Context: an optimization exercise on an open-source flow, tuned for small area. The choices shown serve that exercise and are no tape-out recipe.
No functional check of the RTL was part of this run.
Power is estimated from default activity; no workload was simulated.

==> flow/design.v <==
`default_nettype none
package silent_array_pkg;
  localparam int num_trans = 32;
  localparam int trans_idx_w = $clog2(num_trans);
  localparam int duty_w = 9;
  localparam int phase_w = 9;
  localparam int step_w = 9;   
endpackage
`default_nettype wire
`default_nettype none
package silent_timing_pkg;
  localparam int pwm_period = 512;
  localparam int half_period = pwm_period / 2;
  localparam int addsub_latency = 2;   
  localparam int calc_w = 11;   
endpackage
`default_nettype wire
`timescale 1ns/1ps
`default_nettype none
import silent_timing_pkg::*;
module addsub (
  input  logic                                     CLK,
  input  logic signed [silent_timing_pkg::calc_w-1:0] a,
  input  logic signed [silent_timing_pkg::calc_w-1:0] b,
  input  logic                                     add,
  output logic signed [silent_timing_pkg::calc_w-1:0] s
);
  logic signed [calc_w-1:0] a_q;
  logic signed [calc_w-1:0] b_q;
  logic                     add_q;
  always_ff @(posedge CLK) begin
    a_q   <= a;
    b_q   <= b;
    add_q <= add;
    s     <= add_q ? a_q + b_q : a_q - b_q;   
  end
endmodule
`default_nettype wire
`timescale 1ns/1ps
`default_nettype none
import silent_array_pkg::*;
module target_ram (
  input  logic                                     CLK,
  input  logic                                     rst_n,
  input  logic                                     update,
  input  logic                                     busy,
  input  logic                                     wr_en,
  input  logic [silent_array_pkg::trans_idx_w-1:0] wr_idx,
  input  logic [silent_array_pkg::duty_w-1:0]      wr_duty,
  input  logic [silent_array_pkg::phase_w-1:0]     wr_phase,
  output logic                                     din_valid,
  output logic [silent_array_pkg::duty_w-1:0]      din_duty,
  output logic [silent_array_pkg::phase_w-1:0]     din_phase
);
  logic [duty_w-1:0]      duty_mem   [num_trans];
  logic [phase_w-1:0]     phase_mem  [num_trans];
  logic [duty_w-1:0]      duty_snap  [num_trans];
  logic [phase_w-1:0]     phase_snap [num_trans];
  logic [trans_idx_w-1:0] rd_idx;
  logic [trans_idx_w-1:0] last_idx;
  logic                   accept;
  assign accept   = update && !busy;
  assign last_idx = trans_idx_w'(num_trans - 1);
  always_ff @(posedge CLK) begin
    if (wr_en) begin
      duty_mem[wr_idx]  <= wr_duty;
      phase_mem[wr_idx] <= wr_phase;
    end
    if (accept) begin
      for (int i = 0; i < num_trans; i++) begin
        duty_snap[i]  <= duty_mem[i];
        phase_snap[i] <= phase_mem[i];
      end
    end
  end
  always_ff @(posedge CLK) begin
    if (!rst_n) begin
      din_valid <= 1'b0;
      rd_idx    <= last_idx;
    end else begin
      din_valid <= accept;   
      if (accept) begin
        rd_idx <= '0;
      end else if (rd_idx != last_idx) begin
        rd_idx <= rd_idx + 1'b1;
      end
    end
  end
  assign din_duty  = duty_snap[rd_idx];
  assign din_phase = phase_snap[rd_idx];
endmodule
`default_nettype wire
`timescale 1ns/1ps
`default_nettype none
import silent_array_pkg::*;
import silent_timing_pkg::*;
module silencer (
  input  logic                                 CLK,
  input  logic                                 rst_n,
  input  logic                                 start,
  input  logic [silent_array_pkg::step_w-1:0]  step,
  input  logic                                 din_valid,
  input  logic [silent_array_pkg::duty_w-1:0]  din_duty,
  input  logic [silent_array_pkg::phase_w-1:0] din_phase,
  output logic                                 dout_valid,
  output logic [silent_array_pkg::duty_w-1:0]  dout_duty,
  output logic [silent_array_pkg::phase_w-1:0] dout_phase,
  output logic                                 busy
);
  typedef enum logic {
    WAITING,
    RUNNING
  } state_t;
  state_t state;
  logic [duty_w-1:0]             cur_duty  [num_trans];
  logic [phase_w-1:0]            cur_phase [num_trans];
  logic [duty_w-1:0]             tgt_duty;
  logic [phase_w-1:0]            tgt_phase;
  logic signed [calc_w-1:0]      step_pos, step_neg;
  logic signed [calc_w-1:0]      period_s, half_s;
  logic signed [calc_w-1:0]      duty_diff, phase_diff, phase_short;
  logic signed [calc_w-1:0]      duty_sum, phase_sum, phase_folded;
  logic signed [calc_w-1:0]      dir_b, fold_b;
  logic                          dir_add, fold_add;
  logic signed [calc_w-1:0]      duty_diff_q [addsub_latency];
  logic signed [calc_w-1:0]      duty_sum_q  [addsub_latency];
  logic [4*addsub_latency-1:0]   vpipe;   
  logic                          step_active;
  logic [trans_idx_w-1:0]        step_idx, calc_idx, set_idx, last_idx;
  logic                          calc_en, set_en;
  function automatic logic signed [calc_w-1:0] clamp(
    input logic signed [calc_w-1:0] d,
    input logic signed [calc_w-1:0] hi,
    input logic signed [calc_w-1:0] lo
  );
    if (d > hi) clamp = hi;
    else if (d < lo) clamp = lo;
    else clamp = d;
  endfunction
  assign period_s = signed'(calc_w'(pwm_period));
  assign half_s   = signed'(calc_w'(half_period));
  assign last_idx = trans_idx_w'(num_trans - 1);
  assign calc_en  = vpipe[2*addsub_latency-1];
  assign set_en   = vpipe[4*addsub_latency-1];
  addsub sub_duty_step (.CLK(CLK), .a(signed'(calc_w'(tgt_duty))),
    .b(signed'(calc_w'(cur_duty[step_idx]))), .add(1'b0), .s(duty_diff));
  addsub sub_phase_step (.CLK(CLK), .a(signed'(calc_w'(tgt_phase))),
    .b(signed'(calc_w'(cur_phase[step_idx]))), .add(1'b0), .s(phase_diff));
  addsub dir_phase (.CLK(CLK), .a(phase_diff), .b(dir_b), .add(dir_add), .s(phase_short));
  addsub add_duty (.CLK(CLK), .a(signed'(calc_w'(cur_duty[calc_idx]))),
    .b(clamp(duty_diff_q[addsub_latency-1], step_pos, step_neg)), .add(1'b1), .s(duty_sum));
  addsub add_phase (.CLK(CLK), .a(signed'(calc_w'(cur_phase[calc_idx]))),
    .b(clamp(phase_short, step_pos, step_neg)), .add(1'b1), .s(phase_sum));
  addsub fold_phase (.CLK(CLK), .a(phase_sum), .b(fold_b), .add(fold_add), .s(phase_folded));
  always_comb begin
    dir_b   = '0;
    dir_add = 1'b1;
    if (phase_diff > half_s) begin
      dir_b   = period_s;
      dir_add = 1'b0;
    end else if (phase_diff < -half_s) begin
      dir_b = period_s;
    end
  end
  always_comb begin
    fold_b   = '0;
    fold_add = 1'b1;
    if (phase_sum >= period_s) begin
      fold_b   = period_s;
      fold_add = 1'b0;
    end else if (phase_sum[calc_w-1]) begin
      fold_b = period_s;   
    end
  end
  always_ff @(posedge CLK) begin
    tgt_duty       <= din_duty;
    tgt_phase      <= din_phase;
    duty_diff_q[0] <= duty_diff;
    duty_sum_q[0]  <= duty_sum;
    for (int i = 1; i < addsub_latency; i++) begin
      duty_diff_q[i] <= duty_diff_q[i-1];
      duty_sum_q[i]  <= duty_sum_q[i-1];
    end
    if (start && !busy) begin
      step_pos <= signed'(calc_w'(step));
      step_neg <= -signed'(calc_w'(step));
    end
    if (set_en) begin
      dout_duty  <= duty_sum_q[addsub_latency-1][duty_w-1:0];
      dout_phase <= phase_folded[phase_w-1:0];
    end
  end
  always_ff @(posedge CLK) begin
    if (!rst_n) begin
      state       <= WAITING;
      busy        <= 1'b0;
      dout_valid  <= 1'b0;
      step_active <= 1'b0;
      vpipe       <= '0;
      step_idx    <= '0;
      calc_idx    <= '0;
      set_idx     <= '0;
      for (int i = 0; i < num_trans; i++) begin
        cur_duty[i]  <= '0;
        cur_phase[i] <= '0;
      end
    end else begin
      vpipe      <= {vpipe[4*addsub_latency-2:0], step_active};
      dout_valid <= set_en;
      if (start && !busy) begin
        busy <= 1'b1;
      end else if (state == WAITING && dout_valid) begin
        busy <= 1'b0;   
      end
      case (state)
        WAITING: begin
          if (din_valid) begin
            state       <= RUNNING;
            step_active <= 1'b1;
            step_idx    <= '0;
            calc_idx    <= '0;
            set_idx     <= '0;
          end
        end
        RUNNING: begin
          if (step_active) begin
            step_idx <= step_idx + 1'b1;
            if (step_idx == last_idx) step_active <= 1'b0;
          end
          if (calc_en) calc_idx <= calc_idx + 1'b1;
          if (set_en) begin
            cur_duty[set_idx]  <= duty_sum_q[addsub_latency-1][duty_w-1:0];
            cur_phase[set_idx] <= phase_folded[phase_w-1:0];
            set_idx            <= set_idx + 1'b1;
            if (set_idx == last_idx) state <= WAITING;
          end
        end
        default: state <= WAITING;
      endcase
    end
  end
endmodule
`default_nettype wire
`timescale 1ns/1ps
`default_nettype none
import silent_array_pkg::*;
import silent_timing_pkg::*;
module pwm_array (
  input  logic                                 CLK,
  input  logic                                 rst_n,
  input  logic                                 dout_valid,
  input  logic [silent_array_pkg::duty_w-1:0]  dout_duty,
  input  logic [silent_array_pkg::phase_w-1:0] dout_phase,
  output logic [silent_array_pkg::num_trans-1:0] pwm_out
);
  logic [duty_w-1:0]      shd_duty  [num_trans];
  logic [phase_w-1:0]     shd_phase [num_trans];
  logic [duty_w-1:0]      act_duty  [num_trans];
  logic [phase_w-1:0]     act_phase [num_trans];
  logic [trans_idx_w-1:0] wr_idx;
  logic [phase_w-1:0]     cnt;
  logic                   cnt_last;
  assign cnt_last = (cnt == phase_w'(pwm_period - 1));
  always_ff @(posedge CLK) begin
    if (!rst_n) begin
      cnt       <= '0;
      wr_idx    <= '0;
      for (int i = 0; i < num_trans; i++) begin
        shd_duty[i]  <= '0;
        shd_phase[i] <= '0;
        act_duty[i]  <= '0;
        act_phase[i] <= '0;
      end
    end else begin
      cnt <= cnt_last ? '0 : cnt + 1'b1;
      if (dout_valid) begin
        shd_duty[wr_idx]  <= dout_duty;
        shd_phase[wr_idx] <= dout_phase;
        wr_idx <= (wr_idx == trans_idx_w'(num_trans - 1)) ? '0 : wr_idx + 1'b1;
      end
      if (cnt_last) begin
        for (int i = 0; i < num_trans; i++) begin
          act_duty[i]  <= shd_duty[i];
          act_phase[i] <= shd_phase[i];
        end
      end
    end
  end
  always_comb begin
    for (int i = 0; i < num_trans; i++) begin
      pwm_out[i] = (phase_w'(cnt - act_phase[i]) < act_duty[i]);
    end
  end
endmodule
`default_nettype wire
`timescale 1ns/1ps
`default_nettype none
import silent_array_pkg::*;
module silent_top (
  input  logic                                     CLK,
  input  logic                                     rst_n,
  input  logic                                     update,
  input  logic [silent_array_pkg::step_w-1:0]      step,
  input  logic                                     wr_en,
  input  logic [silent_array_pkg::trans_idx_w-1:0] wr_idx,
  input  logic [silent_array_pkg::duty_w-1:0]      wr_duty,
  input  logic [silent_array_pkg::phase_w-1:0]     wr_phase,
  output logic                                     busy,
  output logic                                     drive_valid,
  output logic [silent_array_pkg::duty_w-1:0]      drive_duty,
  output logic [silent_array_pkg::phase_w-1:0]     drive_phase,
  output logic [silent_array_pkg::num_trans-1:0]   pwm_out
);
  logic               din_valid;
  logic [duty_w-1:0]  din_duty;
  logic [phase_w-1:0] din_phase;
  target_ram target_ram_inst (
    .CLK(CLK), .rst_n(rst_n), .update(update), .busy(busy),
    .wr_en(wr_en), .wr_idx(wr_idx), .wr_duty(wr_duty), .wr_phase(wr_phase),
    .din_valid(din_valid), .din_duty(din_duty), .din_phase(din_phase)
  );
  silencer silencer_inst (
    .CLK(CLK), .rst_n(rst_n), .start(update), .step(step),
    .din_valid(din_valid), .din_duty(din_duty), .din_phase(din_phase),
    .dout_valid(drive_valid), .dout_duty(drive_duty), .dout_phase(drive_phase),
    .busy(busy)
  );
  pwm_array pwm_array_inst (
    .CLK(CLK), .rst_n(rst_n), .dout_valid(drive_valid),
    .dout_duty(drive_duty), .dout_phase(drive_phase), .pwm_out(pwm_out)
  );
endmodule
`default_nettype wire
==> flow/run.sh <==
#!/bin/bash
# synth_recipe.tcl (not shown) runs the flow's synth.tcl, then flattens the netlist and writes it again
# the make line also repeats each setting of config.mk as NAME=value (left out here)
make -C /OpenROAD-flow-scripts/flow DESIGN_CONFIG=/design/flow/config.mk WORK_HOME=/design/flow/orfs CLKGATE_MAP_FILE= SYNTH_SCRIPT=/design/flow/synth_recipe.tcl finish
==> flow/config.mk <==
export PLATFORM = sky130hd
export DESIGN_NAME = silent_top
export DESIGN_NICKNAME = silent_top
export VERILOG_FILES = /design/flow/design.v
export SDC_FILE = /design/flow/constraint.sdc
export NUM_CORES = 4
export LEC_CHECK = 0
export CAP_MARGIN = 20
export CORE_MARGIN = 2
export CORE_UTILIZATION = 40
export SLEW_MARGIN = 20
==> flow/constraint.sdc <==
create_clock -name core_clock -period 6.0 [get_ports {CLK}]
set_input_delay 1.2000 -clock core_clock [delete_from_list [all_inputs] [get_ports {CLK}]]
set_output_delay 1.2000 -clock core_clock [all_outputs]
set_load 0.01 [all_outputs]
==> impl_metrics.py <==
metrics = {
    "timing": {
        "worst-slew-pin-transition_ns": 1.22,
        "final_hold_viol_count": 0,
        "max_freq_ghz": 0.171,
        "count_of_final_max_slew_check_failures": 0,
        "worst_slew_margin_rel": 0.184,
        "hold_ws_ns": 0.315,
        "timing.setup.tns_ns": 0,
        "worst_clock_skew_ns": 0.0965,
        "shortest_period_the_worst_path_allows_ns": 5.84,
        "timing.final.setup_violations": 0,
        "fin_crit_sh": 0.973,
    },
    "pwr": {
        "p_clk_frac": 0.395,
        "p_seq_frac": 0.492,
        "combinationalPowerShare": 0.112,
        "switchingPower_mw": 13.4,
        "p_leak_nw": 54.9,
        "internal-power_mw": 38.7,
        "power.ir.vdd_worst_mv": 0.357,
        "switching_share": 0.258,
        "design_power_total_mw": 52.1,
        "pwr_density_cell_nw_per_um2": 332,
    },
    "cts": {
        "numClockSinks": 3171,
        "clock_path_buffers": 4,
        "clock_tree.htree_level_count": 5,
        "clock_tree.root_cell": "sky130_fd_sc_hd__clkbuf_16",
        "clock_buffer_count_from_cts": 331,
        "cts.reportedPaths.clkPinSlew_ns": 0.06,
        "worst_skew_pair.late_latency_ns": 0.99,
        "tritoncts": "built",
    },
    "global_route": {
        "globalRouteOverflowTotal": 0,
        "globalRouteMet2Util": 0.350,
        "grt.met1_usage": 0.289,
        "number_of_antenna_violations_at_the_first_check_in_global_routing": 30,
        "grt_busiest_layer": "met2",
        "grt_pass1_vias": 82000,
        "grt_first_pass_wirelength_um": 550000,
        "globalRouteTotalUtil": 0.213,
        "grt_start_max_net_pins": 160,
        "met3_resource_use_gr": 0.0318,
    },
    "routing": {
        "routed_wl_um": 379000,
        "avgViaCountPerCell": 5.41,
        "routed_wire_length_per_instance_um": 25.1,
        "ant_nets": 0,
        "first_pass_iteration_count_of_the_detailed_router": 6,
        "route.vias.total": 82000,
        "drt-initial-drc-count": 8809,
        "post-route-drc-count": 0,
    },
    "final_layout": {
        "finalNetCount": 11000,
        "syn2layout_area_growth_pct": 13.7,
        "stdcell_count": 15100,
        "drive_above_1_share": 0.136,
    },
    "setup_path": {
        "crit_path_max_incr_delay_ns": 0.55,
        "timing.critical_path.to_type": "output pin",
        "r2r_slack_ns": 1.68,
        "worst_r2r_startpoint": "target_ram_inst.rd_idx[2]",
        "setup.worst_path.class": "reg2out",
        "timing.critical_path.slowest_stage_cell": "sky130_fd_sc_hd__clkdlybuf4s50_1",
        "worstReg2RegEnd": "silencer_inst.tgt_phase[4]",
        "critical-path-top-cell-by-count": "sky130_fd_sc_hd__ha_1",
        "timing.critical_path.arrival_ns": 4.64,
        "critPathMaxFanout": 17,
        "r2r.worst_path.cells": 9,
        "crit_required_ns": 4.80,
        "worstSetupStartpointType": "flip-flop",
        "crit_chain": "buf_16, ha_1, nor2b_1, o21ai_0, a21boi_0, o21ai_1, nor2b_2, xnor2_1, ha_1, a2111o_1, a31oi_1, buf_4, clkdlybuf4s50_1",
    },
    "worst_hold_path": {
        "min-delay-path-class": "reg2reg",
        "hold_start": "silencer_inst.add_phase.s[5]",
        "depth_of_the_worst_hold_timing_path": 0,
        "whs_endpoint": "silencer_inst.fold_phase.a_q[5]",
    },
    "floorplanning": {
        "design.portCount": 88,
        "core_um2": 344000,
        "initial_utilization": 0.402,
        "dieWidth_um": 592,
        "row_count": 215,
        "chipHeight_um": 592,
        "area_of_the_die_um2": 350000,
    },
    "yosys": {
        "share_of_the_yosys_chip_area_belonging_to_registers": 0.629,
        "yosys_warnings": 10,
        "dominantRegCellSynth": "sky130_fd_sc_hd__edfxtp_1",
        "syn-num-nets": 10800,
        "yosys.cell_types.count": 75,
        "synth_largest_area_cell": "sky130_fd_sc_hd__edfxtp_1",
        "synth_async_sr_flop_share": 0,
        "yosys_register_bits": 3171,
        "synth_area_leaders": "sky130_fd_sc_hd__edfxtp_1, sky130_fd_sc_hd__dfxtp_1, sky130_fd_sc_hd__mux4_2",
        "synth-edff-count": 2341,
        "post_synth_inst_count": 10100,
        "post_synth.cell_area_avg_um2": 13.7,
        "post-synth-top-area-fraction": 0.509,
        "syn-cell-area_um2": 138000,
    },
    "place": {
        "numPlacedInstances": 14500,
        "place_hpwl_um": 229000,
        "finalWeightedCongestion": 0.849,
        "buffer_ports.inserted": 87,
    },
    "status": {
        "outcome": "timing/DRC/antenna clean",
    },
    "flow_run": {
        "max_cap_viol_count": 0,
    },
}
-- critical path, delay by kind of cell (launching register included) --
kind	cells	cell delay (ns)
adder cells (fa/ha/maj)	2	0.55
AO/OA/AOI/OAI	5	1.17
XOR/XNOR	1	0.16
buffers and inverters	3	1.02
flip-flops	1	0.49
AND/OR/NAND/NOR	2	0.33
-- cell type report --
type	count	area [um^2]
sequential	3171	87000
clock buffer	449	9280
clock inverter	161	1560
tap	4557	5700
inverter	657	2500
fill	29900	186000
multi-input combinational	5752	47600
timing repair buffer	374	3440
antenna	18	45.0
-- logic make-up after synthesis --
family	synth area share
fa+ha+maj	0.0601
xor+xnor	0.0161
compound gates	0.0494
mux	0.111
flops	0.629
simple gates	0.103
buf+inv	0.0323
-- per-stage QoR --
step                worst slack (ns)   util  cell area (um^2)
finish                         0.161  0.457            157000
global route                 -0.0123  0.457            157000
global placement               0.346  0.424            146000
detailed placement             0.356  0.425            146000
CTS                          0.00465  0.457            157000
floorplan                      -4.56      -            138000
-- power by group through the flow --
| stage | clock network, mW | logic (mW) | registers [mW] |
|---|---|---|---|
| floorplan | 0 | 3.54 | 25.5 |
| global placement | 0 | 5.67 | 26.0 |
| detailed placement | 0 | 5.76 | 26.1 |
| CTS | 20.9 | 5.83 | 25.6 |
| global route | 21.8 | 6.34 | 25.8 |
| finish | 20.6 | 5.86 | 25.7 |
-- timing repair --
item	in CTS	in global routing
hold buffers	0	0
resized for setup	25	52
pin swaps	1	3
buffers inserted	10	1
endpoints found under the setup margin	32	29
cloned	0	1
-- routing by layer --
metal,vias up,part of all wire
met5,-,0
met1,41300,0.42
met4,0,0.035
li1,36800,-
met2,3227,0.47
met3,664,0.077
-- synth_stat cells (all sizes together), types with 127 or more instances --
| master | number |
|---|---|
| mux2i | 650 |
| clkbuf | 370 |
| a21oi | 162 |
| nand2 | 195 |
| xnor2 | 178 |
| inv | 657 |
| mux4 | 364 |
| o21ai | 292 |
| dfxtp | 830 |
| nor2 | 1052 |
| ha | 606 |
| buf | 127 |
| edfxtp | 2341 |
| and2 | 1166 |
-- placed cells by master, fill, tap and decap left out, drive strengths merged, types with 35 or more instances in the layout --
cell / n
edfxtp: 2341
and2: 1166
nor2: 1052
dfxtp: 830
inv: 671
mux2i: 650
ha: 606
clkbuf: 451
mux4: 364
o21ai: 292
buf: 289
nand2: 195
xnor2: 178
a21oi: 162
clkinv: 113
a22oi: 92
nor2b: 91
nor3: 87
a21boi: 80
xor2: 76
clkdlybuf4s50: 71
o21a: 56
mux2: 54
nand3: 40
a31oi: 39
fa: 36
o41a: 35
-- sequential cells by signal, summed over array words and instances (netlist names), 10 cells and up --
name                            count
pwm_array_inst.act_duty           288
pwm_array_inst.shd_duty           288
silencer_inst.dir_phase.s          11
silencer_inst.duty_diff_q          20
silencer_inst.cur_phase           288
silencer_inst.dir_phase.a_q        10
pwm_array_inst.act_phase          288
target_ram_inst.duty_mem          288
pwm_array_inst.shd_phase          288
silencer_inst.duty_sum_q           18
target_ram_inst.duty_snap         288
silencer_inst.cur_duty            288
silencer_inst.sub_duty_step.s      10
target_ram_inst.phase_snap        288
target_ram_inst.phase_mem         288
silencer_inst.sub_phase_step.s     10
silencer_inst.step_neg             11
-- how the worst max path moves through the flow --
stage | end | from | depth (start not counted)
after floorplan | silencer_inst.step_neg[0] | update | 1
after global placement | pwm_out[5] | pwm_array_inst.cnt[0] | 15
after detailed placement | pwm_out[5] | pwm_array_inst.cnt[0] | 15
after CTS | pwm_out[30] | pwm_array_inst.cnt[1] | 12
after global routing | pwm_out[10] | pwm_array_inst.cnt[1] | 13
final | pwm_out[10] | pwm_array_inst.cnt[1] | 13

## afterwards: timing with drivers on the ports
The flow's constraints put no driver on any port. The routed layout listed below was extracted and timed again, unchanged, in two steps.
Step 1, drivers: a clkbuf_16 drives CLK and a buf_2 each remaining input, both assumed.
Step 2, shift: input delay + t, output delay - t, t = (earliest + latest rising clock arrival at the registers) / 2. This alone moves slack from input paths to output paths.
Three values: ideal ports, drivers, drivers and shift; two values: the first two.
shift t [ns]: 1.027
setup WS [ns]: 0.161 / 0.060 / 1.087
hold slack, ns: 0.315 / 0.315 / 0.315
worst data-port slew with drivers (ns): 0.05
pins driven straight from the clock port: 1
After both steps this run still meets setup and hold. The setup slack of this run moves by -0.101 ns with the drivers and by +0.926 ns with both steps.
